This is an optimization exercise on Yosys and OpenROAD, whose aim is small area and a short achievable clock period, not a production implementation.
The RTL was checked by simulation tests, not by an equivalence proof against the original design.
Power figures rest on the tool's default switching activity, not on a simulated workload.

### design.v
package sdn_parser_pkg;
    localparam int PRS_DATA_W       = 512;
    localparam int PRS_OFFSET_W     = 32;
    localparam int DEP_FIELD_W      = 128;
    localparam int HEAD_FIELD_LEN_W = 9;
    localparam int FILL_W = $clog2(PRS_DATA_W) + 1;
    localparam int BITS_W = HEAD_FIELD_LEN_W + 1;
    localparam int EXT_W  = PRS_DATA_W + DEP_FIELD_W;
    localparam int SPILL_W = DEP_FIELD_W - 1;
endpackage
import sdn_parser_pkg::*;
module sdn_deparser_bit_packer
(
    input  logic [DEP_FIELD_W-1:0]      field,
    input  logic [FILL_W-2:0]           amt,
    output logic [PRS_DATA_W-1:0]       rot
);
    logic [PRS_DATA_W-1:0] stg [0:FILL_W-1];
    assign stg[0] = {{(PRS_DATA_W-DEP_FIELD_W){1'b0}}, field};
    for (genvar k = 0; k < FILL_W-1; k++) begin : g_stage
        assign stg[k+1] = amt[k] ? {stg[k][(1<<k)-1:0], stg[k][PRS_DATA_W-1:(1<<k)]}
                                 : stg[k];
    end
    assign rot = stg[FILL_W-1];
endmodule
module sdn_therm_gt #(
    parameter int W  = 7,
    parameter int WH = 3
)
(
    input  logic [W-1:0]      x,
    output logic [2**W-1:0]   gt
);
    localparam int WL = W - WH;
    logic [2**WH-1:0] gt_h;
    logic [2**WH-1:0] eq_h;
    logic [2**WL-1:0] gt_l;
    always_comb begin
        for (int i = 0; i < 2**WH; i++) begin
            gt_h[i] = (x[W-1:WL] > WH'(i));
            eq_h[i] = (x[W-1:WL] == WH'(i));
        end
        for (int i = 0; i < 2**WL; i++)
            gt_l[i] = (x[WL-1:0] > WL'(i));
        for (int i = 0; i < 2**WH; i++)
            for (int k = 0; k < 2**WL; k++)
                gt[i*(2**WL) + k] = gt_h[i] | (eq_h[i] & gt_l[k]);
    end
endmodule
import sdn_parser_pkg::*;
module sdn_deparser_emission_core
(
    input  logic                        clk,
    input  logic                        resetn,
    input  logic [PRS_OFFSET_W-1:0]     dep_start_addr_i,
    input  logic [DEP_FIELD_W-1:0]      dep_field_data_i,
    input  logic [HEAD_FIELD_LEN_W-1:0] dep_field_len_i,
    input  logic                        dep_field_valid_i,
    input  logic                        dep_field_last_i,
    output logic                        dep_field_ready_o,
    output logic [PRS_DATA_W-1:0]       dep_data_word_o,
    output logic                        dep_data_valid_o,
    input  logic                        dep_data_ready_i,
    output logic                        dep_data_last_o,
    output logic [BITS_W-1:0]           dep_data_bits_o,
    output logic [PRS_OFFSET_W-1:0]     dep_finish_addr_o,
    output logic                        dep_finished_o,
    output logic                        dep_hold_en_o
);
    localparam int LO_W = PRS_DATA_W - SPILL_W;
    logic [PRS_DATA_W-1:0]       word_q;
    logic [PRS_DATA_W-1:LO_W]    spill_q;
    logic                        acc_w_q;
    logic                        acc_r_q;
    logic [FILL_W-2:0]           fill_q;
    logic [FILL_W-2:0]           fill_n_q;
    logic                        flush_q;
    logic                        valid_q;
    logic                        last_q;
    logic [BITS_W-1:0]           bits_q;
    logic                        in_hdr_q;
    logic [PRS_OFFSET_W-1:0]     addr_q;
    logic [PRS_OFFSET_W-1:0]     finish_addr_q;
    logic                        finished_q;
    logic                        defer_q;
    logic                        big;
    logic [7:0]                  field_n;
    logic [DEP_FIELD_W-1:0]      masked;
    logic [FILL_W-1:0]           sum;
    logic                        done;
    logic                        rem_zero;
    logic                        sum_zero;
    logic [PRS_DATA_W-1:0]       rot;
    logic                        field_ready;
    logic                        accept;
    logic                        out_fire;
    logic                        flush_fire;
    logic                        load;
    logic                        last_hs;
    logic                        zero_done;
    logic [PRS_OFFSET_W-1:0]     done_addr;
    assign big     = dep_field_len_i[8] | dep_field_len_i[7];
    assign field_n = {big, dep_field_len_i[6:0] & {7{~big}}};
    logic [DEP_FIELD_W-1:0] len_gt;
    sdn_therm_gt #(.W(7), .WH(3)) u_len_therm (
        .x  (dep_field_len_i[6:0]),
        .gt (len_gt)
    );
    always_comb begin
        for (int j = 0; j < DEP_FIELD_W; j++)
            masked[j] = dep_field_data_i[j] & accept & (big | len_gt[j]);
    end
    logic [FILL_W-1:0] sum_small;
    logic [FILL_W-1:0] sum_big;
    logic [6:0]        pg_g [0:3];
    logic [6:0]        pg_p [0:3];
    logic [7:0]        cy;
    logic [6:0] pg_x;
    always_comb begin
        for (int i = 0; i < 7; i++) begin
            pg_g[0][i] = fill_q[i] & dep_field_len_i[i];
            pg_p[0][i] = fill_q[i] | dep_field_len_i[i];
            pg_x[i]    = !(fill_n_q[i] ^ dep_field_len_i[i]);
        end
        for (int l = 0; l < 3; l++)
            for (int i = 0; i < 7; i++) begin
                if (i >= (1 << l)) begin
                    pg_g[l+1][i] = pg_g[l][i] | (pg_p[l][i] & pg_g[l][i - (1 << l)]);
                    pg_p[l+1][i] = pg_p[l][i] & pg_p[l][i - (1 << l)];
                end else begin
                    pg_g[l+1][i] = pg_g[l][i];
                    pg_p[l+1][i] = pg_p[l][i];
                end
            end
        cy[0] = 1'b0;
        for (int i = 0; i < 7; i++)
            cy[i+1] = pg_g[3][i];
        for (int i = 0; i < 7; i++)
            sum_small[i] = pg_x[i] ^ cy[i];
        sum_small[7] = !(fill_n_q[7] ^ cy[7]);
        sum_small[8] = !(fill_n_q[8] ^ (fill_q[7] & cy[7]));
        sum_small[9] = fill_q[8] & fill_q[7] & cy[7];
    end
    assign sum_big   = {fill_q[8] & fill_q[7], fill_q[8] ^ fill_q[7], !fill_q[7], fill_q[6:0]};
    assign sum       = big ? sum_big : sum_small;
    assign done     = sum[FILL_W-1];
    assign rem_zero = (sum[FILL_W-2:0] == '0);
    assign sum_zero = rem_zero & !done;
    sdn_deparser_bit_packer u_packer (
        .field (masked),
        .amt   (sum[FILL_W-2:0]),
        .rot   (rot)
    );
    assign field_ready = !flush_q && (!valid_q || dep_data_ready_i);
    assign out_fire    = valid_q && dep_data_ready_i;
    assign accept      = field_ready && dep_field_valid_i;
    assign flush_fire  = flush_q && out_fire;
    assign load        = accept || flush_fire;
    assign last_hs     = out_fire && last_q;
    assign zero_done   = accept && dep_field_last_i && sum_zero;
    logic [PRS_OFFSET_W-1:0] base;
    logic [7:0]              ag [0:3];
    logic [7:0]              ap [0:3];
    logic [8:0]              acy;
    logic [7:0]              lo_small;
    logic [7:0]              lo_big;
    logic                    co_small;
    logic                    co_big;
    logic                    lo_co;
    logic [PRS_OFFSET_W-1:8] hi_all;
    logic [PRS_OFFSET_W-1:8] hi_pre [0:5];
    assign base = in_hdr_q ? addr_q : dep_start_addr_i;
    always_comb begin
        for (int i = 0; i < 8; i++) begin
            ag[0][i] = base[i] & ((i < 7) ? dep_field_len_i[i] : 1'b0);
            ap[0][i] = base[i] ^ ((i < 7) ? dep_field_len_i[i] : 1'b0);
        end
        for (int l = 0; l < 3; l++)
            for (int i = 0; i < 8; i++) begin
                if (i >= (1 << l)) begin
                    ag[l+1][i] = ag[l][i] | (ap[l][i] & ag[l][i - (1 << l)]);
                    ap[l+1][i] = ap[l][i] & ap[l][i - (1 << l)];
                end else begin
                    ag[l+1][i] = ag[l][i];
                    ap[l+1][i] = ap[l][i];
                end
            end
        acy[0] = 1'b0;
        for (int i = 0; i < 8; i++)
            acy[i+1] = ag[3][i];
        for (int i = 0; i < 8; i++)
            lo_small[i] = ap[0][i] ^ acy[i];
        co_small = acy[8];
        lo_big   = {!base[7], base[6:0]};
        co_big   = base[7];
        lo_co    = big ? co_big : co_small;
        for (int i = 8; i < PRS_OFFSET_W; i++)
            hi_pre[0][i] = (i == 8) ? 1'b1 : base[i-1];
        for (int l = 0; l < 5; l++)
            for (int i = 8; i < PRS_OFFSET_W; i++)
                hi_pre[l+1][i] = (i - 8 >= (1 << l)) ? (hi_pre[l][i] & hi_pre[l][i - (1 << l)])
                                                     : hi_pre[l][i];
        hi_all = hi_pre[5];
    end
    always_comb begin
        done_addr[7:0] = big ? lo_big : lo_small;
        for (int i = 8; i < PRS_OFFSET_W; i++)
            done_addr[i] = base[i] ^ (lo_co & hi_all[i]);
    end
    logic keep_w;
    logic take_r;
    assign keep_w  = !load || acc_w_q;
    assign take_r  = load && acc_r_q;
    always_ff @(posedge clk) begin
        for (int i = 0; i < LO_W; i++)
            word_q[i] <= (keep_w & word_q[i]) | rot[i];
        for (int i = LO_W; i < PRS_DATA_W; i++)
            word_q[i] <= (keep_w & word_q[i]) | (take_r & spill_q[i]) | (!done & rot[i]);
        for (int i = LO_W; i < PRS_DATA_W; i++)
            spill_q[i] <= (spill_q[i] & !accept) | rot[i];
    end
    always_ff @(posedge clk) begin
        if (load) begin
            if (flush_fire) begin
                bits_q <= BITS_W'(fill_q);
                last_q <= 1'b1;
            end else if (done) begin
                bits_q <= BITS_W'(PRS_DATA_W);
                last_q <= dep_field_last_i && rem_zero;
            end else begin
                bits_q <= BITS_W'(sum);
                last_q <= 1'b1;
            end
        end
        if (accept)
            addr_q <= done_addr;
        finish_addr_q <= (defer_q || last_hs) ? addr_q : done_addr;
    end
    always_ff @(posedge clk or negedge resetn) begin
        if (!resetn) begin
            acc_w_q    <= 1'b0;
            acc_r_q    <= 1'b0;
            fill_q     <= '0;
            fill_n_q   <= '1;
            flush_q    <= 1'b0;
            valid_q    <= 1'b0;
            in_hdr_q   <= 1'b0;
            finished_q <= 1'b0;
            defer_q    <= 1'b0;
        end else begin
            if (out_fire)
                valid_q <= 1'b0;
            if (flush_fire) begin
                flush_q <= 1'b0;
                valid_q <= 1'b1;
                fill_q  <= '0;
                fill_n_q <= '1;
                acc_w_q <= 1'b0;
                acc_r_q <= 1'b0;
            end
            if (accept) begin
                in_hdr_q <= !dep_field_last_i;
                acc_w_q  <= !done && !dep_field_last_i;
                acc_r_q  <= done;
                fill_q   <= (!done && dep_field_last_i) ? '0 : sum[FILL_W-2:0];
                fill_n_q <= (!done && dep_field_last_i) ? '1 : ~sum[FILL_W-2:0];
                if (done) begin
                    valid_q <= 1'b1;
                    flush_q <= dep_field_last_i && !rem_zero;
                end else if (dep_field_last_i && !sum_zero) begin
                    valid_q <= 1'b1;
                end
            end
            finished_q <= defer_q || last_hs || zero_done;
            defer_q    <= (defer_q || last_hs) && zero_done;
        end
    end
    assign dep_field_ready_o = field_ready;
    assign dep_hold_en_o     = !field_ready;
    assign dep_data_word_o   = word_q;
    assign dep_data_valid_o  = valid_q;
    assign dep_data_last_o   = last_q;
    assign dep_data_bits_o   = bits_q;
    assign dep_finish_addr_o = finish_addr_q;
    assign dep_finished_o    = finished_q;
endmodule
### flow/run.sh
#!/bin/bash
# The standard layout, except that the port buffers are the smallest buffer
# (sky130_fd_sc_hd__buf_1) instead of the resizer's default pick; timing repair
# upsizes the ones on critical paths.
set -euo pipefail
export BUFFER_PORTS_ARGS="-buffer_cell sky130_fd_sc_hd__buf_1"
bash standard.sh > standard.log 2>&1
### standard.sh
#!/bin/bash
# synth_recipe.tcl (not shown) runs the flow's synth.tcl, then flattens the netlist and writes it again
# the make line also repeats each setting of config.mk as NAME=value (left out here)
make -C /OpenROAD-flow-scripts/flow DESIGN_CONFIG=/design/flow/config.mk WORK_HOME=/design/flow/orfs CLKGATE_MAP_FILE= SYNTH_SCRIPT=/design/flow/synth_recipe.tcl "${@:-finish}"
### config.mk
export PLATFORM = sky130hd
export DESIGN_NAME = sdn_deparser_emission_core
export DESIGN_NICKNAME = sdn_deparser_emission_core
export VERILOG_FILES = /design/flow/design.v
export SDC_FILE = /design/flow/constraint.sdc
export NUM_CORES = 4
export LEC_CHECK = 0
export ABC_AREA = 1
export CAP_MARGIN = 20
export CORE_MARGIN = 2
export CORE_UTILIZATION = 40
export SETUP_SLACK_MARGIN = 3.75
export SLEW_MARGIN = 20
### constraint.sdc
create_clock -name core_clock -period 8.0 [get_ports {clk}]
set_input_delay 1.6000 -clock core_clock [delete_from_list [all_inputs] [get_ports {clk}]]
set_output_delay 1.6000 -clock core_clock [all_outputs]
set_load 0.01 [all_outputs]
==> results.txt, run 1 <==
- Status: finished clean
- Area leader, netlist: dfxtp_1
- Worst Setup SP: dep_field_len_i[2]
- Power per cell area: just over 600 mW/mm2
- Grt ovf: 0
- Core area: 0.116 mm2
- Largest net degree at the start of global routing: 185
- Peak Freq: ~230 MHz
- I/O Buffers: 732
- Ranking of synthesized cells by area: dfxtp_1, nand3_1, nand2_1, nand4_1, inv_1
- Seq pwr share: 20.5%
- Post-synth EDFFs: 43
- XOR/XNOR share of the synthesized area: less than 1%
- Area Overhead vs Synth: 22.1%
- Final Max Slew Viols: 0
- Seq/Total Area, Yosys: 32.9%
- Min-delay worst type: register to register
- Num rows: 125
- DRT iter0 DRCs: 11500
- Starting Density: 40.3%
- Remaining routing DRC violations: 0
- Post-Syn Nets: ~7600
- Cell Area, Synth: 0.0467 mm2
- Total Wirelength: ~320 mm
- Seq cells post-synth: ~740
- Tcrit/Tclk final: 55.1%
- Cell Count, Final, Fillers Out: around 9500
- Final hold vios: 0
- Routed vias: 61500
- Post-Syn Instances: 7423
- Post-CTS Hold Fix Bufs: 0
- Die ar.: 0.120 mm2
- Worst VDD drop: approximately 0.28 mV
- Met2 Usage GRT: 68.0%
- Mean post-synth cell area: 6.30 um2
- Post-Synth Simple-Gate Area: 49.3%
- Hold Path Sink: word_q[241]
- P_sw: 20.9 mW
- Crit path required time: 8.65 ns
- Power, Total: 34.6 mW
- # clock sinks: 739
- Boundary pin count: about 730
- R2R cell count: 13
- Worst-Margin Slew: ~1.2 ns
- Design Area, Final: 0.0571 mm2
- CTS Buf Count: 84
- HPWL after detailed placement: 225 mm
- H-tree Lvls: 3
- CP arrival: 5.06 ns
- Met3 global-route usage: 18.2%
- Worst r2r src: flush_q
- Routed WL per cell: 33.3 um
- CP Capture Type: register
- Setup violations, final: 0
- Die width: 346 um
- CTS root buffer: clkbuf_16
- Clock Path Buffers: 3
- GR peak layer: met2
- Clock transition at path regs: about 0.060 ns
- Critical path class: input port to register
- Clk pwr share: 11.9%
- Vias per cell: 6.49
- Share of layout cells above drive strength 1: 11.0%
- Layout fillers: around 12000
- Slew margin rel.: between 10% and 20%
- Skew final: 0.0408 ns
- Yosys top cell area share: 28.7%
- Post-DRT Antenna Nets: 0
- Clock Latency Late Sink: 0.72 ns
- Post-DP Area: ~0.05 mm2
- Worst Hold Launch: word_q[241]
- First-pass DRT Iterations: 9
- CTS tree: built
- Prevailing post-synth register cell: dfxtp_1
- Routability cong.: between 1 and 1.5
- Kind of start point of the critical path: input port
- Switching Share: 60.4%
- Post-synthesis cell type count: 51
- Internal power: approximately 14 mW
- Asr flop ratio synth: 3.38%
- Vias in the first global route: 54200
- GRT Overall Usage: 49.4%
- Synth Area in Compound Gates: 6.98%
- Mux cell area share after synthesis: 0.0642%
- Hold depth: 2
- Comb power frac: 67.7%
- Warnings, synthesis: 9
- Post-route setup TNS: 0 ns
- R2r endpoint: word_q[497]
- FF-to-FF setup slack: 4.00 ns
- Fin worst setup slack: approximately 3.6 ns
- Met1 usage: 64.5%
- Post-place setup slack: approximately 1.9 ns
- Post-synthesis adder-cell area fraction: 0.284%
- Initial antenna violation count: 15
- Max Cap Viol: 0
- Fin crit period: 4.41 ns
- Final-stage net count: 8051
- Leakage: 25.2 nW
- Main combinational cell family by area after synthesis: simple AND/OR/NAND/NOR gates
- First-pass GRT wire length: 423 mm
- Cell count after placement: approximately 9200
- RSZ-0062 raised after global routing: true
- Die height: about 350 um
- Crit path max fanout: 62
==> power groups by stage <==
stage	Clock, mW	Sequential, mW	Combinational (mW)
after floorplan	0	7.22	11.0
after global placement	0	7.02	19.8
after detailed placement	0	7.04	19.9
after CTS	4.11	6.99	20.9
after global routing	4.25	7.17	24.1
final	4.11	7.08	23.4
==> layout make-up <==
class                           instances  area (um2)  share of cell area [%]
Antenna cell                           14        35.0                  0.0614
Clock buffer                          114        2410                    4.22
Clock inverter                         39         483                   0.847
Inverter                              489        1980                    3.47
Multi-Input combinational cell       5623       29700                    52.1
Sequential cell                       739       15400                    26.9
Tap cell                             1524        1910                    3.34
Timing Repair Buffer                  925        5120                    8.98
Timing Repair inverter                  5        45.0                  0.0790
==> sequential cells by signal, summed over array words and instances (netlist names), 9 cells and up <==
signal / flops
word_q: 512
addr_q: 32
fill_q: 9
bits_q: 10
finish_addr_q: 32
fill_n_q: 9
spill_q: 127
==> layout by cell type, fill, tap and decap left out, drive strengths merged, types with 5 or more instances in the layout <==
| cell type | netlist | final |
|---|---|---|
| dfrtp | 16 | 16 |
| bufinv | 0 | 7 |
| dfxtp | 671 | 671 |
| dfstp | 9 | 9 |
| o22ai | 15 | 15 |
| or2 | 5 | 5 |
| nor2 | 274 | 275 |
| nand4 | 405 | 405 |
| xor2 | 29 | 29 |
| ha | 9 | 9 |
| nand3 | 2491 | 2493 |
| buf | 421 | 912 |
| a22oi | 32 | 32 |
| clkinv | 4 | 30 |
| o21ai | 400 | 400 |
| and2 | 37 | 37 |
| nand2 | 1743 | 1761 |
| nor3 | 23 | 23 |
| edfxtp | 43 | 43 |
| a21oi | 22 | 24 |
| diode | 0 | 14 |
| clkinvlp | 0 | 15 |
| o211ai | 82 | 82 |
| inv | 485 | 481 |
| clkbuf | 175 | 124 |
| a32o | 7 | 7 |
==> how the worst max path moves through the flow <==
stage	cells past startpoint	to	slack, ns
4_1_cts	15	word_q[396]	3.73
3_3_place_gp	16	spill_q[460]	1.94
6_report	17	word_q[497]	3.59
5_1_grt	16	word_q[497]	3.61
3_5_place_dp	14	spill_q[415]	1.90
2_1_floorplan	15	addr_q[9]	4.00
==> repair_timing <==
action                     CTS  global route
buffers inserted            37            43
resized for setup          251           371
cloned                      30            11
setup endpoints to repair  658           640
pin swaps                   19            15
==> cells in the mapped netlist, drive strengths merged (4+ instances only) <==
| master | instances |
|---|---|
| a21oi | 22 |
| a22oi | 32 |
| a32o | 7 |
| and2 | 37 |
| buf | 421 |
| clkbuf | 175 |
| clkinv | 4 |
| dfrtp | 16 |
| dfstp | 9 |
| dfxtp | 671 |
| edfxtp | 43 |
| ha | 9 |
| inv | 485 |
| nand2 | 1743 |
| nand3 | 2491 |
| nand4 | 405 |
| nor2 | 274 |
| nor3 | 23 |
| o211ai | 82 |
| o21ai | 400 |
| o22ai | 15 |
| or2 | 5 |
| xnor2 | 4 |
| xor2 | 29 |
==> per-stage QoR <==
step / hold WS, ns / util, %
CTS: 0.452 / 47.2
global route: 0.465 / 49.1
finish: 0.449 / 49.2
floorplan: 0.426 / -
detailed placement: 0.440 / 43.0
global placement: 0.436 / 43.0
==> layer usage <==
| layer | up-vias | routed length (um) |
|---|---|---|
| met5 | - | 71 |
| met4 | 8 | 26100 |
| met3 | 1053 | 45600 |
| met2 | 4778 | 123000 |
| met1 | 29200 | 121000 |
| li1 | 26500 | - |
==> worst max-delay path: stages <==
cell and delay [ns]:
buf_2 0.28, inv_2 0.16, nor2_1 0.18, nor2_1 0.08
nand2_1 0.11, nand2_4 0.15, a21oi_4 0.23, buf_4 0.16
buf_16 0.25, nand3_1 0.23, nand3_1 0.30, nand3_1 0.20
nand3_1 0.33, nand3_1 0.23, nand3_1 0.26, nand4_1 0.12
nand2_1 0.11
==> kinds of logic (layout without fill, tap and decap cells) <==
logic type | after synthesis | in the layout
other | 0 | 14
AO/OA/AOI/OAI | 570 | 573
buffers and inverters | 1085 | 1572
flip-flops | 739 | 739
adder cells (fa/ha/maj) | 10 | 10
AND/OR/NAND/NOR | 4983 | 5004
multiplexers | 3 | 3
XOR/XNOR | 33 | 33
==> inputs of run 2 (changes only) <==
--- a/config.mk
+++ b/config.mk
@@ -10,4 +10,4 @@
 export CORE_MARGIN = 2
-export CORE_UTILIZATION = 40
-export SETUP_SLACK_MARGIN = 3.75
+export CORE_UTILIZATION = 35
+export SETUP_SLACK_MARGIN = 4.0
 export SLEW_MARGIN = 20
==> run 2 against run 1 <==
Synthesized cell count stayed put. Cell count is 3.1% higher. Clock skew is 0.0071 ns lower. Total power is 4.3% higher. Via count is 1.5% higher.
==> results.txt, run 2 <==
- Main combinational cell family by area after synthesis: simple AND/OR/NAND/NOR gates
- Crit path max fanout: 12 (-81%)
- Final Max Slew Viols: 0 (unchanged)
- Ranking of synthesized cells by area: dfxtp_1, nand3_1, nand2_1, nand4_1, inv_1
- Die ar.: 0.136 mm2 (+14%)
- Final Util: 45.0% (-4.1 points)
- Status: finished clean
- Worst VDD drop: 0.320 mV (+13%)
- Power per cell area: 603 mW/mm2 (-0.58%)
- Post-CTS Hold Fix Bufs: 0 (unchanged)
- Critical path class: input port to register
- CP max stage cell: nand2_1
- Initial antenna violation count: 12 (-3)
- Post-Synth Simple-Gate Area: 49.3% (unchanged)
- Grt ovf: 0 (unchanged)
- Clock Path Buffers: 3 (unchanged)
- Clk pwr share: 11.7% (-0.2 points)
- DRT iter0 DRCs: 11400 (-1.1%)
- Routed WL per cell: 34.0 um (+2.1%)
- Routed vias: 62400 (+1.5%)
- Slew margin rel.: 9.55% (-9.1 points)
- Area Overhead vs Synth: 28.1%
- Cell Area, Synth: 0.0467 mm2 (unchanged)
- Num rows: 134 (+7.2%)
- Worst-Margin Slew: 1.36 ns (+0.137 ns)
- Biggest regs: word_q x512, spill_q x127
- Skew final: 0.0337 ns (-0.00708 ns)
- GRT Overall Usage: 45.2% (-4.3 points)
- Mux cell area share after synthesis: 0.0642% (unchanged)
- HPWL after detailed placement: 231 mm (+2.7%)
- Final-stage net count: 8096 (+0.56%)
- Cell count after placement: 9422 (+2.6%)
- Starting Density: 35.2% (-5.1 points)
- Crit path required time: 8.64 ns (about the same)
- Post-Syn Instances: 7423 (unchanged)
- Asr flop ratio synth: 3.38% (unchanged)
- Power, Total: 36.1 mW (+4.3%)
- Routability cong.: 1.12 (+0.31%)
- Setup violations, final: 0 (unchanged)
- CP delay by family, top: simple AND/OR/NAND/NOR gates
- Prevailing post-synth register cell: dfxtp_1
- Yosys top cell area share: 28.7% (unchanged)
- Mean post-synth cell area: 6.30 um2 (unchanged)
- Comb power frac: 68.7% (+1.0 points)
- Post-synthesis cell type count: 51 (unchanged)
- H-tree Lvls: 3 (unchanged)
- CTS root buffer: clkbuf_16
- Fin crit period: 4.17 ns (-0.234 ns)
- Most common cell after layout, fill and taps aside: nand3_1
- Remaining routing DRC violations: 0 (unchanged)
- Die height: 369 um (+6.8%)
- Post-synth EDFFs: 43 (unchanged)
- Share of layout cells above drive strength 1: 14.5% (+3.5 points)
- # clock sinks: 739 (unchanged)
- Die width: 369 um (+6.8%)
- Post-Syn Nets: 7607 (unchanged)
- Biggest register: word_q
- Most frequent CP cell: nand3_1
- Seq/Total Area, Yosys: 32.9% (unchanged)
- Clock transition at path regs: 0.06 ns (about the same)
- Max Cap Viol: 0 (unchanged)
- Core area: 0.133 mm2 (+15%)
- Vias per cell: 6.39 (-1.6%)
- I/O Buffers: 732 (unchanged)
- Internal power: 14.3 mW (+4.1%)
- Seq pwr share: 19.6% (-0.9 points)
- Critical path's largest stage delay: 0.61 ns (+0.28 ns)
- CP Capture Type: register
- Area leader, netlist: dfxtp_1
- Final hold vios: 0 (unchanged)
- Clock Latency Late Sink: 0.73 ns (about the same)
- P_sw: 21.8 mW (+4.5%)
- Crit-path cells: buf_2 -> nand2_1 -> nand2_1 -> nand2_1 -> nand2_1 -> nand3_1 -> nand3_1 -> nand3_1 -> nand3_1 -> nand3_2 -> nand2_1 -> nand3_2 -> nand2_2 -> nand3_1 -> nand3_1
- Boundary pin count: 733 (unchanged)
- Total Wirelength: 332 mm (+5.2%)
- Seq cells post-synth: 739 (unchanged)
- Post-synth top cells: nand3_1, nand2_1, dfxtp_1, inv_1, nand4_1
- XOR/XNOR share of the synthesized area: 0.634% (unchanged)
- Kind of start point of the critical path: input port
- Most frequent cells in the layout: nand3_1, nand2_1, buf_1, dfxtp_1, inv_1
- Synth Area in Compound Gates: 6.98% (unchanged)
- Largest net degree at the start of global routing: 164 (-11%)
- Peak Freq: 240 MHz (+5.6%)
- Switching Share: 60.5% (+0.088 points)
- CTS tree: built
- First-pass GRT wire length: 436 mm (+3.1%)
- CTS Buf Count: 88 (+4.8%)
- Cell Count, Final, Fillers Out: 9764 (+3.1%)
- Tcrit/Tclk final: 52.2% (-2.9 points)
- Min-delay worst type: register to register
- First-pass DRT Iterations: 10 (+1)
- Post-DRT Antenna Nets: 0 (unchanged)
- Post-route setup TNS: 0 ns (unchanged)
- Warnings, synthesis: 9 (unchanged)
- Largest register FFs: 512 (unchanged)
- Layout fillers: 13900 (+16%)
- RSZ-0062 raised after global routing: true
- Leakage: 26.1 nW (+3.4%)
- Post-synthesis adder-cell area fraction: 0.284% (unchanged)
- Vias in the first global route: 54600 (+0.86%)
- Count leader, synth: nand3_1
- FF-to-FF setup slack: 4.09 ns (+0.09 ns)
- WP buf/inv: 1 (-3)
- CP arrival: 4.81 ns (-0.25 ns)
## run 2: worst paths after layout
| check | start | end | depth (start not counted) |
|---|---|---|---|
| worst max-delay path | dep_field_len_i[2] | word_q[272] | 15 |
| worst min-delay path | word_q[232] | word_q[232] | 2 |
| worst max register to register | flush_q | word_q[272] | 14 |
| worst min register to register | word_q[232] | word_q[232] | 2 |
| max in group asynchronous | resetn | acc_r_q | 1 |
| min in group asynchronous | resetn | fill_q[0] | 1 |
## run 2: kinds of logic after synthesis
kind of cell,Yosys count
AOI/OAI and AO/OA,570
and+or+nand+nor,4983
xor gates and xnor gates,33
adders and majority gates,10
DFF,739
buffers and inverters,1085
muxes,3
## run 2: power groups by stage
stage	logic, mW	clock network (mW)	registers, mW
global route	25.4	4.36	7.17
finish	24.8	4.22	7.09
global placement	19.9	0	7.06
floorplan	11.0	0	7.22
detailed placement	20.0	0	7.06
CTS	21.7	4.22	7.01
## run 2: timing repair
action | CTS | global route
buffers inserted | 52 | 57
pin swaps | 26 | 31
setup endpoints to repair | 659 | 695
resized for setup | 498 | 532
cloned | 35 | 24
## run 2: cell type report
class	instances	area, um2	share of cell area (%)
timing repair inverter	10	108	0.180
clock buffer	126	2530	4.22
multi-input combinational	5624	31400	52.4
clock inverter	37	445	0.744
tap	1768	2210	3.69
antenna	11	27.5	0.0460
timing repair buffer	960	5810	9.71
inverter	489	1990	3.32
sequential	739	15400	25.7
## run 2: routing by layer
layer / global-route usage [%] / share of wire, % / up-vias
met2: 62.6 / 39 / 4854
met1: 57.2 / 37 / 29800
li1: - / - / 26600
met3: 15.8 / 14 / 1123
met4: 33.9 / 9.5 / 10
met5: 0 / 0.051 / -
## run 2: tightest hold or removal path, stage by stage, from the launching register on
cell and delay (ns):
dfxtp_1 0.30, nand2_1 0.06, nand2_1 0.04
## run 2: metrics by stage
stage	hold WS, ns	worst slack (ns)	instance area (um2)
floorplan	0.426	4.03	46700
global placement	0.437	1.89	50100
detailed placement	0.438	1.94	50100
CTS	0.453	3.91	56400
global route	0.462	3.84	59800
finish	0.450	3.83	59900
==> inputs of run 3 (changes only) <==
--- a/config.mk
+++ b/config.mk
@@ -10,3 +10,3 @@
 export CORE_MARGIN = 2
-export CORE_UTILIZATION = 35
+export CORE_UTILIZATION = 30
 export SETUP_SLACK_MARGIN = 4.0
==> run 3 against run 2 <==
Still clean. Sequential cell count unchanged. Setup slack worse by 0.099 ns. Total power up 4.3%. Cell area up 2.3%. Via count up 1.3%. First-iteration DRC count down 3.2%. Die area up 16%. Fmax down 2.3%. Synthesized cell count unchanged. Cell count up 3.0%. Largest power group unchanged.
==> results.txt, run 3 <==
- Status: finished clean
- I/O Buffers: 732 (unchanged)
- CP Capture Type: register
- Count leader, synth: nand3_1
- Most frequent CP cell: nand3_1
- Post-synth EDFFs: 43 (unchanged)
- Biggest regs: word_q x512, spill_q x127
- Starting Density: 30.3% (-4.9 points)
- Setup violations, final: 0 (unchanged)
- Seq cells post-synth: 739 (unchanged)
- Die height: 399 um (+7.9%)
- Post-Syn Instances: 7423 (unchanged)
- Slew margin rel.: 31.7% (+22 points)
- Crit path required time: 8.63 ns (about the same)
- Asr flop ratio synth: 3.38% (unchanged)
- Share of layout cells above drive strength 1: 14.8% (+0.34 points)
- Boundary pin count: 733 (unchanged)
- Biggest register: word_q
- RSZ-0062 raised after global routing: true
- CP delay by family, top: simple AND/OR/NAND/NOR gates
- Ranking of synthesized cells by area: dfxtp_1, nand3_1, nand2_1, nand4_1, inv_1
- Die ar.: 0.159 mm2 (+16%)
- Worst-Margin Slew: 1.02 ns (-0.332 ns)
- Largest register FFs: 512 (unchanged)
- Final hold slack: 0.450 ns (-0.0000720 ns)
- Power, Total: 37.7 mW (+4.3%)
- Prevailing post-synth register cell: dfxtp_1
- FF-to-FF setup slack: 4.28 ns (+0.19 ns)
- # clock sinks: 739 (unchanged)
- Remaining routing DRC violations: 0 (unchanged)
- Routability cong.: 1.10 (-1.6%)
- Peak Freq: 234 MHz (-2.3%)
- Post-synthesis cell type count: 51 (unchanged)
- Clock Latency Late Sink: 0.77 ns (+0.04 ns)
- CTS Buf Count: 89 (+1.1%)
- Most common cell after layout, fill and taps aside: nand3_1
- Power per cell area: 615 mW/mm2 (+2.0%)
- First-pass DRT Iterations: 11 (+1)
- Min-delay worst type: register to register
- Final hold vios: 0 (unchanged)
- Max Cap Viol: 0 (unchanged)
- Tcrit/Tclk final: 53.4% (+1.2 points)
- Mean post-synth cell area: 6.30 um2 (unchanged)
- Critical path's largest stage delay: 0.31 ns (-0.30 ns)
- H-tree Lvls: 3 (unchanged)
- Routed WL per cell: 36.0 um (+6.0%)
- Worst VDD drop: 0.250 mV (-22%)
- Kind of start point of the critical path: input port
- Leakage: 26.4 nW (+1.3%)
- CTS tree: built
- Skew final: 0.0510 ns (+0.0173 ns)
- Most frequent cells in the layout: nand3_1, nand2_1, buf_1, dfxtp_1, inv_1
- WP buf/inv: 4 (+3)
- Num rows: 144 (+7.5%)
- CP max stage cell: o21ai_1
- Area Overhead vs Synth: 31.0%
- Total Wirelength: 363 mm (+9.2%)
- Area leader, netlist: dfxtp_1
- Post-Syn Nets: 7607 (unchanged)
- GRT Overall Usage: 42.0% (-3.2 points)
- Fin crit period: 4.27 ns (+0.0992 ns)
- Post-CTS Hold Fix Bufs: 0 (unchanged)
- Layout fillers: 16500 (+18%)
- Routed vias: 63300 (+1.3%)
- Clock Path Buffers: 3 (unchanged)
- DRT iter0 DRCs: 11000 (-3.2%)
- Yosys top cell area share: 28.7% (unchanged)
- Critical path class: input port to register
- CP arrival: 4.90 ns (+0.09 ns)
- Vias in the first global route: 55700 (+1.9%)
- Warnings, synthesis: 9 (unchanged)
- Post-DRT Antenna Nets: 0 (unchanged)
- Post-route setup TNS: 0 ns (unchanged)
- Seq/Total Area, Yosys: 32.9% (unchanged)
- Die width: 399 um (+7.9%)
- Vias per cell: 6.29 (-1.6%)
- Final Max Slew Viols: 0 (unchanged)
- Final-stage net count: 8116 (+0.25%)
- First-pass GRT wire length: 465 mm (+6.6%)
- Initial antenna violation count: 20 (+8)
- Post-synth top cells: nand3_1, nand2_1, dfxtp_1, inv_1, nand4_1
- Crit-path cells: buf_1 -> buf_6 -> o21ai_1 -> buf_4 -> nand2_2 -> inv_2 -> nand2_1 -> nand3_1 -> nand3_1 -> nand3_1 -> nand3_1 -> nand3_1 -> nand3_2 -> nand3_1 -> nand3_2 -> nand3_1 -> nand2_1
- Cell Area, Synth: 0.0467 mm2 (unchanged)
- CTS root buffer: clkbuf_16
- Core area: 0.154 mm2 (+16%)
- Crit path max fanout: 12 (unchanged)
- Grt ovf: 0 (unchanged)
- Clock transition at path regs: 0.06 ns (about the same)
- HPWL after detailed placement: 245 mm (+6.0%)
- Largest net degree at the start of global routing: 184 (+12%)
==> run 3: cell types whose count changed in the layout (fill, tap and decap cells not counted), sizes merged, moves of 3 or more <==
| cell | change |
|---|---|
| bufinv | +4 |
| clkinv | -4 |
| bufbuf | +5 |
| inv | -3 |
| clkbuf | +8 |
| nand2 | +9 |
==> run 3: layout make-up <==
type / count / area (um2) / area share (%)
clock buffers: 127 / 2500 / 4.08
well taps: 2044 / 2560 / 4.18
flip-flops and latches: 739 / 15400 / 25.1
repair inverters: 10 / 124 / 0.202
repair buffers: 970 / 6300 / 10.3
diodes: 12 / 30.0 / 0.0490
clock inverters: 35 / 544 / 0.889
inverters: 489 / 1990 / 3.24
multi-input cells: 5633 / 31800 / 52.0
==> run 3: timing repair <==
action,CTS,global route
resized for setup,561,523
cloned,47,36
buffers inserted,71,37
endpoints found under the setup margin,644,697
pin swaps,26,33
hold endpoints to repair,0,0
==> run 3: worst paths after layout <==
kind	startpoint	end	cells after the start
max	dep_field_len_i[2]	word_q[134]	17
min	word_q[132]	word_q[132]	2
max reg2reg	flush_q	word_q[502]	15
min reg2reg	word_q[132]	word_q[132]	2
max in group asynchronous	resetn	fill_q[5]	1
min in group asynchronous	resetn	fill_q[4]	1
==> run 3: metrics by stage <==
stage / setup WS, ns / util (%) / std cells / area (um2)
floorplan: 4.03 / - / 7423 / 46700
global placement: 1.98 / 32.7 / 9694 / 50400
detailed placement: 1.85 / 32.7 / 9694 / 50400
CTS: 3.89 / 37.3 / 9974 / 57700
global route: 3.78 / 39.6 / 10000 / 61200
finish: 3.73 / 39.7 / 10100 / 61200
==> run 3: logic make-up (layout without fill, tap and decap cells) <==
| group | after synthesis | after routing | synth area share, % |
|---|---|---|---|
| XOR/XNOR | 33 | 33 | 0.634 |
| flip-flops | 739 | 739 | 32.9 |
| buffers and inverters | 1085 | 1631 | 9.88 |
| AO/OA/AOI/OAI | 570 | 571 | 6.98 |
| AND/OR/NAND/NOR | 4983 | 5016 | 49.3 |
| other | 0 | 12 | 0 |
| adder cells (fa/ha/maj) | 10 | 10 | 0.284 |
| multiplexers | 3 | 3 | 0.0642 |
==> run 3: where the power goes <==
group	internal (mW)	switching (mW)	total, mW	leakage, nW
Combinational	6.44	19.8	26.3	18.6
Clock	2.46	1.87	4.33	1.46
Sequential	5.75	1.29	7.04	6.36
Total	14.7	23.0	37.7	26.4
==> run 3: per-layer routing <==
| layer | track usage (%) | wire (um) |
|---|---|---|
| met2 | 59.0 | 143000 |
| met4 | 31.6 | 33300 |
| met1 | 52.7 | 136000 |
| met5 | 0.0303 | 118 |
| met3 | 14.1 | 50100 |
==> run 3: worst min-delay path: stages, from the launching register on <==
cell	delay [ns]
dfxtp_1	0.31
nand2_1	0.06
nand2_1	0.04
==> inputs of run 4 (changes only) <==
--- a/config.mk
+++ b/config.mk
@@ -11,3 +11,3 @@
 export CORE_UTILIZATION = 30
-export SETUP_SLACK_MARGIN = 4.0
+export SETUP_SLACK_MARGIN = 4.25
 export SLEW_MARGIN = 20
==> run 4 against run 3 <==
Total power increased by 7.8%. Clock power decreased by 1%. Via count increased by 2.5%. Sequential cell count unchanged. Sequential power increased by 0.7%. Cell count increased by 1.1%. Setup slack improved by 0.21 ns. Critical path depth increased by 1. Sequential share of layout area decreased by 2.5 points. Clock skew decreased by 0.011 ns. Hold slack got worse by 0.00068 ns. Critical path type unchanged. Critical endpoint is now spill_q[447]. Largest cell class unchanged. Highest routed layer unchanged.
==> results.txt, run 4 <==
- Worst Hold Launch: word_q[132]
- Routed WL per cell: 36.0 um (-0.16%)
- H-tree Lvls: 3 (unchanged)
- First-pass GRT wire length: 466 mm (+0.22%)
- Design Area, Final: 0.0679 mm2 (+11%)
- Most common cell after layout, fill and taps aside: nand2_1
- Vias per cell: 6.38 (+1.4%)
- I/O Buffers: 732 (unchanged)
- Seq/Total Area, Yosys: 32.9% (unchanged)
- Max Cap Viol: 0 (unchanged)
- Min-delay worst type: register to register
- RSZ-0062 raised after global routing: true
- Kind of start point of the critical path: input port
- Fin crit period: 4.07 ns (-0.206 ns)
- Post-DP Area: 0.0505 mm2 (+0.17%)
- Worst r2r src: flush_q
- Crit path required time: 8.59 ns (-0.04 ns)
- Post-place setup slack: 1.63 ns (-0.219 ns)
- Vias in the first global route: 57000 (+2.4%)
- Skew final: 0.0399 ns (-0.0111 ns)
- Peak Freq: 246 MHz (+5.1%)
- Yosys top cell area share: 28.7% (unchanged)
- Die ar.: 0.159 mm2 (unchanged)
- Leakage: 28.8 nW (+9.2%)
- Post-route setup TNS: 0 ns (unchanged)
- Post-synth EDFFs: 43 (unchanged)
- GRT Overall Usage: 41.8% (-0.17 points)
- Initial antenna violation count: 15 (-25%)
- First-pass DRT Iterations: 10 (-1)
- Fin worst setup slack: 3.93 ns (+0.206 ns)
- Footprint of the multi-input gates: 0.0364 mm2 (+14%)
- Most frequent cells in the layout: nand2_1, nand3_1, buf_1, dfxtp_1, nand3_2
- Slew margin rel.: 30.5% (-1.2 points)
- Post-DRT Antenna Nets: 0 (unchanged)
- Layout fillers: 15800 (-4.3%)
- Asr flop ratio synth: 3.38% (unchanged)
- Share of layout cells above drive strength 1: 23.5% (+8.7 points)
- Area Overhead vs Synth: 45.3%
- Warnings, synthesis: 9 (unchanged)
- CTS root buffer: clkbuf_16
- Post-CTS Hold Fix Bufs: 0 (unchanged)
- Tcrit/Tclk final: 50.8% (-2.6 points)
- Routed vias: 64800 (+2.5%)
- Setup violations, final: 0 (unchanged)
- Routability cong.: 1.11 (+0.32%)
- Post-Syn Nets: 7607 (unchanged)
- Die width: 399 um (unchanged)
- Ranking of synthesized cells by area: dfxtp_1, nand3_1, nand2_1, nand4_1, inv_1
- Post-synth top cells: nand3_1, nand2_1, dfxtp_1, inv_1, nand4_1
- Worst Setup SP: dep_field_len_i[8]
- Prevailing post-synth register cell: dfxtp_1
- Largest register FFs: 512 (unchanged)
- Biggest register: word_q
- CP arrival: 4.66 ns (-0.24 ns)
- Sequential cell area: 0.0154 mm2 (unchanged)
- Status: finished clean
- CTS tree: built
- Crit path max fanout: 20 (+8)
- Final Util: 44.0% (+4.3 points)
- Mean post-synth cell area: 6.30 um2 (unchanged)
- Boundary pin count: 733 (unchanged)
- Final hold vios: 0 (unchanged)
- Count leader, synth: nand3_1
- Power per cell area: 598 mW/mm2 (-2.8%)
- Clock Latency Late Sink: 0.76 ns (about the same)
- CTS Buf Count: 88 (-1.1%)
- Post-synthesis cell type count: 51 (unchanged)
- Clock transition at path regs: 0.06 ns (about the same)
- Die height: 399 um (unchanged)
- Grt ovf: 0 (unchanged)
- Final-stage net count: 8228 (+1.4%)
- Biggest regs: word_q x512, spill_q x127
- Cell Area, Synth: 0.0467 mm2 (unchanged)
- Seq cells post-synth: 739 (unchanged)
- # clock sinks: 739 (unchanged)
- Remaining routing DRC violations: 0 (unchanged)
- Total Wirelength: 366 mm (+0.89%)
- Largest net degree at the start of global routing: 129 (-30%)
- Area leader, netlist: dfxtp_1
- Final Max Slew Viols: 0 (unchanged)
- Num rows: 144 (unchanged)
- DRT iter0 DRCs: 10600 (-4.1%)
- Critical path class: input port to register
- Starting Density: 30.3% (unchanged)
- Worst-Margin Slew: 1.04 ns (+0.0179 ns)
- Post-Syn Instances: 7423 (unchanged)
- Worst VDD drop: 0.281 mV (+13%)
- Clock Path Buffers: 3 (unchanged)
- CP Capture Type: register
- Core area: 0.154 mm2 (unchanged)
- HPWL after detailed placement: 238 mm (-2.8%)
[run 4: changes by cell type in the layout (fill, tap and decap cells not counted), sizes merged]
| cell | change |
|---|---|
| nand2 | -6 |
| clkinvlp | -3 |
| a21oi | -1 |
| clkbuf | +11 |
| nand3 | +1 |
| inv | +6 |
| clkinv | +3 |
| nor2 | +2 |
| bufinv | -3 |
| buf | +98 |
| diode | -5 |
| bufbuf | +3 |
[run 4: worst paths after layout]
kind	end	slack (ns)	depth (start not counted)
max	spill_q[447]	3.93	18
max in group asynchronous	fill_q[4]	6.62	1
min	word_q[132]	0.45	2
max reg2reg	word_q[137]	4.25	14
min in group asynchronous	valid_q	0.90	1
min reg2reg	word_q[132]	0.45	2
[run 4: power breakdown]
part           switching (mW)  internal [mW]  total, mW
Sequential               1.34           5.75       7.09
Combinational            21.3           7.90       29.2
Clock                    1.86           2.42       4.28
[run 4: final cells by class]
class / instances / share of cell area, %
Clock inverter: 38 / 0.726
Antenna cell: 7 / 0.0258
Multi-Input combinational cell: 5629 / 53.6
Sequential cell: 739 / 22.6
Timing Repair Buffer: 1087 / 12.4
Timing Repair inverter: 10 / 0.171
Clock buffer: 122 / 3.72
Tap cell: 2044 / 3.77
Inverter: 489 / 2.95
[run 4: metal layers]
| layer | wire, um | track usage, % | vias to the layer above | part of all wire [%] |
|---|---|---|---|---|
| met5 | 306 | 0.0605 | - | 0.084 |
| met4 | 38400 | 33.6 | 8 | 10 |
| met3 | 53500 | 14.9 | 1454 | 15 |
| met2 | 142000 | 58.3 | 5347 | 39 |
| met1 | 132000 | 51.5 | 31100 | 36 |
| li1 | - | - | 27000 | - |
[run 4: cells by family (layout without fill, tap and decap cells)]
kind of cell    count (synthesis)  count (layout)  synth area share (%)
simple gates                 4983            5013                  49.3
buf+inv                      1085            1746                  9.88
flops                         739             739                  32.9
compound gates                570             570                  6.98
xor+xnor                       33              33                 0.634
fa+ha+maj                      10              10                 0.284
mux                             3               3                0.0642
other cells                     0               7                     0
[run 4: stage by stage]
| step | power, mW | instances | hold WS [ns] |
|---|---|---|---|
| after floorplan | 18.2 | 7423 | 0.426 |
| after global placement | 27.2 | 9691 | 0.436 |
| after detailed placement | 27.4 | 9692 | 0.439 |
| after CTS | 35.8 | 10000 | 0.453 |
| after global routing | 41.3 | 10200 | 0.459 |
| final | 40.6 | 10200 | 0.449 |
[run 4: timing repair]
item | 4_1_cts | 5_1_grt
gates cloned | 68 | 45
resized for setup | 1148 | 880
setup endpoints to repair | 683 | 702
pin swaps | 63 | 128
setup buffers | 102 | 91
[run 4: critical path, stage by stage]
cell and delay (ns):
buf_4 0.16, inv_1 0.07, nand2_2 0.09, buf_12 0.17, nand2_8 0.14, nand2_8 0.16
buf_4 0.19, buf_12 0.15, nand3_1 0.10, nand3_1 0.16, nand3_2 0.16, nand3_2 0.42
nand3_4 0.27, nand3_2 0.21, nand3_1 0.18, nand3_4 0.17, nand3_1 0.12, o21ai_0 0.08
==> inputs of run 5 (changes only) <==
--- a/config.mk
+++ b/config.mk
@@ -10,4 +10,4 @@
 export CORE_MARGIN = 2
-export CORE_UTILIZATION = 30
-export SETUP_SLACK_MARGIN = 4.25
+export CORE_UTILIZATION = 38
+export SETUP_SLACK_MARGIN = 3.9
 export SLEW_MARGIN = 20
==> run 5 against run 4 <==
Sequential share of layout area is 3.5 points higher. Cell count is 5.7% lower. Still clean on timing, DRC and antenna. Area after synthesis stayed put. Sequential cell count stayed put. Cell area is 14% lower. Global-route usage is 6.4 points higher. Largest cell class unchanged. Die area is 21% lower. Non-clock buffer count is 160 lower. Register-to-register slack worse by 0.19 ns.
==> results.txt, run 5 <==
- # clock sinks: 739 (unchanged)
- Clock Path Buffers: 3 (unchanged)
- Grt ovf: 0 (unchanged)
- Asr flop ratio synth: 3.38% (unchanged)
- Die width: 355 um (-11%)
- Fin worst setup slack: 3.80 ns (-0.131 ns)
- First-pass GRT wire length: 429 mm (-7.9%)
- Prevailing post-synth register cell: dfxtp_1
- Seq/Total Area, Yosys: 32.9% (unchanged)
- Post-synth EDFFs: 43 (unchanged)
- CP arrival: 4.81 ns (+0.15 ns)
- Biggest register: word_q
- CP Capture Type: register
- Fin crit period: 4.20 ns (+0.131 ns)
- Post-place setup slack: 1.58 ns (-0.0530 ns)
- Hold depth: 2 (unchanged)
- Share of layout cells above drive strength 1: 12.7% (-11 points)
- I/O Buffers: 732 (unchanged)
- Max Cap Viol: 0 (unchanged)
- Area leader, netlist: dfxtp_1
- H-tree Lvls: 3 (unchanged)
- Final-stage net count: 8060 (-2.0%)
- Most common cell after layout, fill and taps aside: nand3_1
- Peak Freq: 238 MHz (-3.1%)
- Skew final: 0.0467 ns (+0.00676 ns)
- DRT iter0 DRCs: 10600 (+0.74%)
- RSZ-0062 raised after global routing: true
- Clock transition at path regs: 0.06 ns (about the same)
- Post-DRT Antenna Nets: 0 (unchanged)
- Worst-Margin Slew: 1.09 ns (+0.0428 ns)
- Biggest regs: word_q x512, spill_q x127
- Remaining routing DRC violations: 0 (unchanged)
- Seq cells post-synth: 739 (unchanged)
- Post-synth top cells: nand3_1, nand2_1, dfxtp_1, inv_1, nand4_1
- Starting Density: 38.4% (+8.1 points)
- GRT Overall Usage: 48.2% (+6.4 points)
- Leakage: 25.7 nW (-11%)
- Core area: 0.122 mm2 (-21%)
- Post-route setup TNS: 0 ns (unchanged)
- Count leader, synth: nand3_1
- Post-CTS Hold Fix Bufs: 0 (unchanged)
- Post-Syn Instances: 7423 (unchanged)
- Power, Total: 35.8 mW (-12%)
- Warnings, synthesis: 9 (unchanged)
- CP max stage cell: nand2_1
- Largest register FFs: 512 (unchanged)
- Post-synthesis cell type count: 51 (unchanged)
- Min-delay worst type: register to register
- Final Max Slew Viols: 0 (unchanged)
- Kind of start point of the critical path: input port
- Initial antenna violation count: 21 (+6)
- Routed vias: 61900 (-4.6%)
- Boundary pin count: 733 (unchanged)
- Routed WL per cell: 34.0 um (-5.5%)
- HPWL after detailed placement: 231 mm (-2.9%)
- CP delay by family, top: simple AND/OR/NAND/NOR gates
- CP Depth: 17 (-1)
- Most frequent cells in the layout: nand3_1, nand2_1, buf_1, dfxtp_1, inv_1
- Largest net degree at the start of global routing: 180 (+40%)
- Power per cell area: 609 mW/mm2 (+1.9%)
- Area Overhead vs Synth: 25.6%
- Crit path required time: 8.62 ns (+0.03 ns)
- Clock Latency Late Sink: 0.74 ns (-0.02 ns)
- Cell Area, Synth: 0.0467 mm2 (unchanged)
- CTS Buf Count: 86 (-2.3%)
- Status: finished clean
- Crit-path cells: clkbuf_4 -> buf_4 -> nand2_1 -> nand2_1 -> buf_4 -> inv_1 -> nand2_1 -> nand3_1 -> nand3_1 -> nand3_1 -> nand3_1 -> nand3_2 -> nor2_1 -> nand2_1 -> nand2_1 -> nand3_1 -> o21ai_0
- Worst VDD drop: 0.255 mV (-9.3%)
- Post-Syn Nets: 7607 (unchanged)
- Die ar.: 0.126 mm2 (-21%)
- Mean post-synth cell area: 6.30 um2 (unchanged)
- Total Wirelength: 326 mm (-11%)
- Yosys top cell area share: 28.7% (unchanged)
- Slew margin rel.: 27.9% (-2.6 points)
- Ranking of synthesized cells by area: dfxtp_1, nand3_1, nand2_1, nand4_1, inv_1
- Tcrit/Tclk final: 52.5% (+1.6 points)
- WP buf/inv: 4 (-1)
- CTS root buffer: clkbuf_16
- Vias per cell: 6.46 (+1.2%)
- Critical path's largest stage delay: 0.32 ns (-0.10 ns)
- First-pass DRT Iterations: 11 (+1)
- Die height: 355 um (-11%)
- R2R cell count: 11 (-3)
- Cell Count, Final, Fillers Out: 9586 (-5.7%)
- Crit path max fanout: 11 (-45%)
- Routability cong.: 1.12 (+1.1%)
- Critical path class: input port to register
- Setup violations, final: 0 (unchanged)
- Cell count after placement: 9283 (-4.2%)
- Final hold vios: 0 (unchanged)
- CTS tree: built
- Vias in the first global route: 54500 (-4.4%)
- Num rows: 128 (-11%)
-- run 5: changes by cell type in the layout (fill, tap and decap cells not counted), moves of 39 or more --
cell     previous run  this run
buf_16             62        15
buf_4             163       104
nand2_1          1570      1634
nand2_4            78        39
nand3_1          1483      2061
nand3_2           664       355
nand3_4           345        78
nor2_1            206       251
-- run 5: cell families after synthesis --
logic type	count (synthesis)	share of synthesized area, %
and+or+nand+nor	4983	49.3
DFF	739	32.9
adders and majority gates	10	0.284
muxes	3	0.0642
buffers and inverters	1085	9.88
xor gates and xnor gates	33	0.634
AOI/OAI and AO/OA	570	6.98
-- run 5: final timing paths --
kind	start	to	slack [ns]
min in group asynchronous	resetn	fill_q[2]	0.89
max in group asynchronous	resetn	defer_q	6.67
min reg2reg	word_q[238]	word_q[238]	0.45
min	word_q[238]	word_q[238]	0.45
max reg2reg	flush_q	word_q[506]	4.06
max	dep_field_len_i[3]	spill_q[396]	3.80
-- run 5: cell type report --
cell class / count / area (um2)
diodes: 13 / 32.5
clock buffers: 120 / 2450
clock inverters: 40 / 753
fillers: 12800 / 63200
inverters: 489 / 1980
multi-input cells: 5626 / 30700
flip-flops and latches: 739 / 15400
well taps: 1625 / 2030
repair buffers: 927 / 5360
repair inverters: 7 / 57.6
-- run 5: power by group --
part	internal [mW]	switching, mW
clock	2.66	1.80
sequential	5.75	1.21
combinational	5.89	18.5
-- run 5: repair_timing --
action                                 in CTS  in global routing
endpoints found under the hold margin       0                  0
gates resized for setup                   338                479
setup endpoints to repair                 639                639
setup buffers                              40                 38
gates cloned                               32                 20
pin swaps                                  21                 20
-- run 5: worst min-delay path, cell delays in order, from the launching register on --
cell,delay (ns)
dfxtp_1,0.31
nand2_1,0.06
nand2_1,0.04
-- run 5: metrics by stage --
step	utilization, %	area, um2	hold WS, ns
6_report	48.2	58700	0.450
5_1_grt	48.1	58700	0.459
4_1_cts	45.6	55500	0.451
3_5_place_dp	41.0	50000	0.438
3_3_place_gp	41.0	49900	0.437
2_1_floorplan	-	46700	0.426
-- run 5: per-layer routing --
metal / vias to the layer above / part of all wire, % / GRT usage, %
met1: 29700 / 38 / 61.5
li1: 26600 / - / -
met4: 20 / 8.7 / 33.8
met2: 4587 / 39 / 66.4
met5: - / 0.11 / 0.906
met3: 1058 / 14 / 17.9

## what the ideal ports hide
How much do the figures lean on ideal ports? The routed layouts below were timed once more, with nothing changed but the port constraints.
Step 1 sets driving cells, clkbuf_16 on the clock port and buf_2 on the other inputs (assumed; they add their load-dependent delay and slew).
Step 2 moves the port delays by t, midway between the first and last clock arrival at a register: inputs arrive t later, outputs are due t later. That takes back most of the time a late clock gives input paths.
a / b / c = ideal ports / drivers / drivers and shift; a / b = the first two.
run	t, ns	slack for setup (ns)	worst setup path at the end	latest minus earliest clock arrival (ns)	worst slew at a driven data input, ns
run 1	0.780	3.593 / 3.652 / 2.873	input to register	0.054 / 0.053	0.06
run 2	0.814	3.827 / 3.898 / 3.084	input to register	0.057 / 0.057	0.07
run 3	0.831	3.727 / 3.797 / 2.966	input to register	0.063 / 0.062	0.06
run 4	0.830	3.934 / 3.994 / 3.164	input to register	0.041 / 0.042	0.08
run 5	0.818	3.803 / 3.871 / 3.053	input to register	0.063 / 0.063	0.07
After both steps every run listed still meets setup and hold. For run 4, which loses most, drivers alone change the setup slack by +0.060 ns; drivers and shift together by -0.770 ns.
